This is an optimization exercise on Yosys and OpenROAD, whose aim is small area, not a production implementation.
At most, simulation tests tie the RTL to the original design; equivalence was not proved.
Power is estimated from default activity; no workload was simulated.

==> flow/design.v (excerpt) <==
module core_top (
    input  wire        clk,
    input  wire        rst,
    output wire        imem_req_valid,
    input  wire        imem_req_ready,
    output wire [63:0] imem_req_addr,
    input  wire        imem_rsp_valid,
    output wire        imem_rsp_ready,
    input  wire [63:0] imem_rsp_rdata,
    output wire        dmem_req_valid,
    input  wire        dmem_req_ready,
    output wire [63:0] dmem_req_addr,
    output wire        dmem_req_we,
    output wire [63:0] dmem_req_wdata,
    input  wire        dmem_rsp_valid,
    output wire        dmem_rsp_ready,
    input  wire [63:0] dmem_rsp_rdata,
    output wire        retire_valid,
    output wire [63:0] retire_pc,
    output wire [4:0]  retire_rd,
    output wire        retire_rd_we,
    output wire [63:0] retire_rd_data
);
clock: 7.0 ns
lec_check: 0
cap_margin: 20
core_margin: 2
core_utilization: 55
cts_cluster_diameter: 120
cts_cluster_size: 25
setup_slack_margin: 0.2
slew_margin: 20
synth_hierarchical: 1
synth_minimum_keep_size: 0
standard.sh (not shown) runs the stock make flow with config.mk's settings and CLKGATE_MAP_FILE= SYNTH_SCRIPT=/design/flow/synth_recipe.tcl, a recipe that flattens the netlist after the stock synthesis.
==> flow/flow/run.sh <==
#!/bin/bash
# The standard layout (the standard.sh, ORFS from synthesis to the final
# layout) with these changes:
#  - the buffers that buffer_ports puts on every input and output port are
#    sky130_fd_sc_hd__buf_1 instead of the cell it picks by default;
#  - clock tree synthesis inserts no dummy loads.
# The full make output goes to standard.log in this folder; ORFS's own
# per-step logs are under orfs/logs.
set -euo pipefail
here=$(pwd)
bash standard.sh \
  "SYNTH_SCRIPT=$here/flow/synth.tcl" \
  "BUFFER_PORTS_ARGS=-buffer_cell sky130_fd_sc_hd__buf_1" \
  "CTS_ARGS=-sink_clustering_enable -repair_clock_nets -sink_clustering_size 25 -sink_clustering_max_diameter 120 -dont_use_dummy_load" \
  finish > standard.log 2>&1
==> flow/flow/area.abc <==
strash
dch
map -a
topo
==> flow/flow/speed.abc <==
&get -n
&st
&dch
&nf
&st
&syn2
&if -g -K 6
&synch2
&nf
&st
&syn2
&if -g -K 6
&synch2
&nf
&st
&syn2
&if -g -K 6
&synch2
&nf
&st
&syn2
&if -g -K 6
&synch2
&nf
&st
&syn2
&if -g -K 6
&synch2
&nf
&put
==> flow/flow/synth.tcl <==
proc synth {args} { yosys synth -nofsm -noshare {*}$args }
set ::area_abc [file join [file dirname [info script]] area.abc]
set ::speed_abc [file join [file dirname [info script]] speed.abc]
proc with_script {script arglist} {
  set a {}
  set skip 0
  foreach x $arglist {
    if {$skip} { lappend a $script; set skip 0; continue }
    if {$x eq "-script"} { lappend a $x; set skip 1; continue }
    lappend a $x
  }
  return $a
}
proc abc {args} {
  yosys abc {*}[with_script $::area_abc $args] rf_ring pc_upper
  yosys abc {*}[with_script $::speed_abc $args] core_top reg_file rf_port_a rf_port_b execute_stage fetch_stage writeback_stage
}
source $::env(SCRIPTS_DIR)/synth.tcl
# left out here: clear keep_hierarchy, flatten, clean up, hide names made inside functions, write 1_2_yosys.v
Rerun with:
--- a/flow/design.v
+++ b/flow/design.v
@@ -215,23 +215,16 @@
     reg         irv;     
     reg  [31:7] ir;      
     reg  [2:0]  cls;     
     reg  [63:2] pc;      
     reg         nf;      
     reg         drop;    
     reg         guess;   
     reg         xd;      
-    reg         rt;      
-    reg         rval;    
-    reg  [4:0]  rrd;
-    reg         rwe;
-    reg  [20:2] opc;     
-    reg         nh;      
-    reg         ns;      
     reg         tk;      
     reg         dpend;   
     reg  [2:0]  dout;    
     reg         carry;
     reg         eqacc;
     reg  [63:0] rr;      
     reg  [63:0] ww;      
     wire ph0 = (ph == 2'd0);
@@ -330,114 +323,106 @@
         .inc  (irv),
         .jump (jump),
         .off  (joff),
         .lo   (lo),
         .c    (lo_c)
     );
     wire        sgn  = jump && joff[18];
     wire        hchg = lo_c != sgn;         
-    wire        skip = irv && hchg && !rt;
+    wire        skip = irv && hchg;
     wire tk_now   = end_fin ? taken : tk;
     wire mis      = is_br && (tk_now != guess);
     wire done     = irv && (end_fin || xd || !known);
     wire store_ok = !is_sd || !dmem_req_valid || dmem_req_ready;
     wire fetched  = nf || skip;    
     wire adv_any  = done && fetched && store_ok;
-    wire advance  = adv_any && !mis && !rt;
+    wire advance  = adv_any && !mis;
     wire fixup    = done && fetched && mis;
     wire [63:21] hi;
     pc_upper u_pchi (
-        .go (rt && nh),
-        .dn (ns),
+        .go (advance && hchg),
+        .dn (sgn),
         .h  (pc[63:21]),
         .y  (hi)
     );
     wire [63:2] pc_d = {hi, advance ? lo : pc[20:2]};
     wire ld_ir = (!irv || advance) && nf && !drop && imem_rsp_valid;
     wire [31:0] nxt = pc_d[2] ? imem_rsp_rdata[63:32] : imem_rsp_rdata[31:0];
     wire [2:0]  nf3 = nxt[14:12];
     wire [2:0]  nxt_cls =
         (nxt[6:0] == 7'b0110011 && (nf3 == 3'b000 || nf3 == 3'b100 || nf3[2:1] == 2'b11)) ? C_OP :
         (nxt[6:0] == 7'b0010011 && nf3 == 3'b000) ? C_ADDI :
         (nxt[6:0] == 7'b0000011 && nf3 == 3'b011) ? C_LD :
         (nxt[6:0] == 7'b0100011 && nf3 == 3'b011) ? C_SD :
         (nxt[6:0] == 7'b1100011 && nf3[2:1] == 2'b00) ? C_BR :
         (nxt[6:0] == 7'b1101111) ? C_JAL : C_NONE;
-    assign imem_req_valid = !nf && !hchg && !(rt && nh);
+    assign imem_req_valid = !nf && !hchg;
     assign imem_req_addr  = {pc[63:21], lo[18:1], 3'b000};
     assign imem_rsp_ready = drop || ((!irv || adv_any) && nf);
     wire byp = end_rnd;
     assign dmem_req_valid = dpend || mem_iss;
     assign dmem_req_we    = is_sd;
     wire [15:0] addr3;
     writeback_stage u_addr3 (
         .a   (a_rf),
         .sgn (imm12[11]),
         .c   (carry),
         .y   (addr3)
     );
     assign dmem_req_addr  = {byp ? addr3 : rr[63:48], rr[47:0]};
     assign dmem_req_wdata = {byp ? b_rf : ww[63:48], ww[47:0]};
     assign dmem_rsp_ready = !(ldw && !dpend && dout == 3'd1) || (end_rnd && ldw);
-    assign retire_valid   = rt && rval;
-    assign retire_pc      = {pc[63:21], opc, 2'b00};
-    assign retire_rd      = rrd;
-    assign retire_rd_we   = rwe;
-    assign retire_rd_data = rr;
+    assign retire_valid   = end_fin;
+    assign retire_pc      = pcx;
+    assign retire_rd      = rd;
+    assign retire_rd_we   = writes;
+    assign retire_rd_data = {res, rr[47:0]};
     wire dfire  = dmem_req_valid && dmem_req_ready;
     wire drfire = dmem_rsp_valid && dmem_rsp_ready;
     always @(posedge clk or posedge rst) begin
         if (rst) begin
             ph    <= 2'd0;
             clr   <= 1'b1;
             act   <= 1'b0;
             ldw   <= 1'b0;
             irv   <= 1'b0;
             pc    <= 62'd0;
             nf    <= 1'b0;
             drop  <= 1'b0;
             xd    <= 1'b0;
-            rt    <= 1'b0;
             dpend <= 1'b0;
             dout  <= 3'd0;
         end else begin
             ph    <= ph + 2'd1;
             if (ph3) clr <= 1'b0;
             act   <= run && !ph3;
             if (end_rnd) ldw <= !ldw && is_ld;
             pc    <= pc_d;
             if (ld_ir) irv <= 1'b1;
             else if (advance) irv <= 1'b0;
             if (imem_req_valid && imem_req_ready) nf <= 1'b1;
             if (ld_ir || fixup) nf <= 1'b0;
             if (fixup) drop <= nf && !imem_rsp_valid;   
             else if (imem_rsp_valid) drop <= 1'b0;
-            rt    <= advance;
             if (advance) xd <= 1'b0;
             else if (end_fin || fixup) xd <= 1'b1;
             dpend <= dmem_req_valid && !dmem_req_ready;
             dout  <= dout + {2'd0, dfire} - {2'd0, drfire};
         end
     end
     always @(posedge clk) begin
         if (ld_ir) begin
             ir    <= nxt[31:7];
             cls   <= nxt_cls;
             guess <= (nxt_cls == C_JAL) || (nxt_cls == C_BR && nxt[12]);
         end else if (fixup) begin
             guess <= !guess;
         end
         if (end_fin) tk <= taken;
-        rval <= known;
-        rrd  <= rd;
-        rwe  <= writes;
-        opc  <= pc[20:2];
-        nh   <= hchg;
-        ns   <= sgn;
         carry <= cout;
         eqacc <= (ph0 || eqacc) && (a_rf == b_rf);
         if (run) begin
             case (ph)
                 2'd0:    begin rr[15:0]  <= res; ww[15:0]  <= b_rf; end
                 2'd1:    begin rr[31:16] <= res; ww[31:16] <= b_rf; end
                 2'd2:    begin rr[47:32] <= res; ww[47:32] <= b_rf; end
                 default: begin rr[63:48] <= res; ww[63:48] <= b_rf; end
What happened: The changed run reached the layout checks and failed them: setup timing. Clock-buffer cell count does not change. Sequential power stays flat. Sequential share of layout area came out lower by 5.2 points. Via count came out higher by 6.1%. Non-clock buffer count came out higher by 484. Design area came out higher by about 8%. Routed wire length came out higher by 6.2%. Fmax came out lower by 8.1%. Die area came out lower by 0.58%. Global-route usage came out higher by 1.8 points. Clock power came out lower by about 1%.
For the second run of this note, only the layout was checked, not whether the RTL still works.

port drivers added, routing unchanged:
The results above use ideal ports. As a check the final layouts listed here were re-extracted and re-timed, cells and wires unchanged. Step 1 assumes that a clkbuf_16 drives the clock port and a buf_2 every other input. Step 2 also shifts input and output timing later by t, the mid clock arrival at the registers, as if the neighbouring blocks saw the same clock. a / b / c = ideal / step 1 / step 2; a / b = the first two.
| run | t (ns) | slack for setup (ns) | clock arrival spread, ns |
|---|---|---|---|
| the first run | 0.773 | 0.268 / 0.193 / 0.475 | 0.094 / 0.095 |
| the second run | 0.792 | -0.329 / -0.412 / -0.149 | 0.093 / 0.093 |
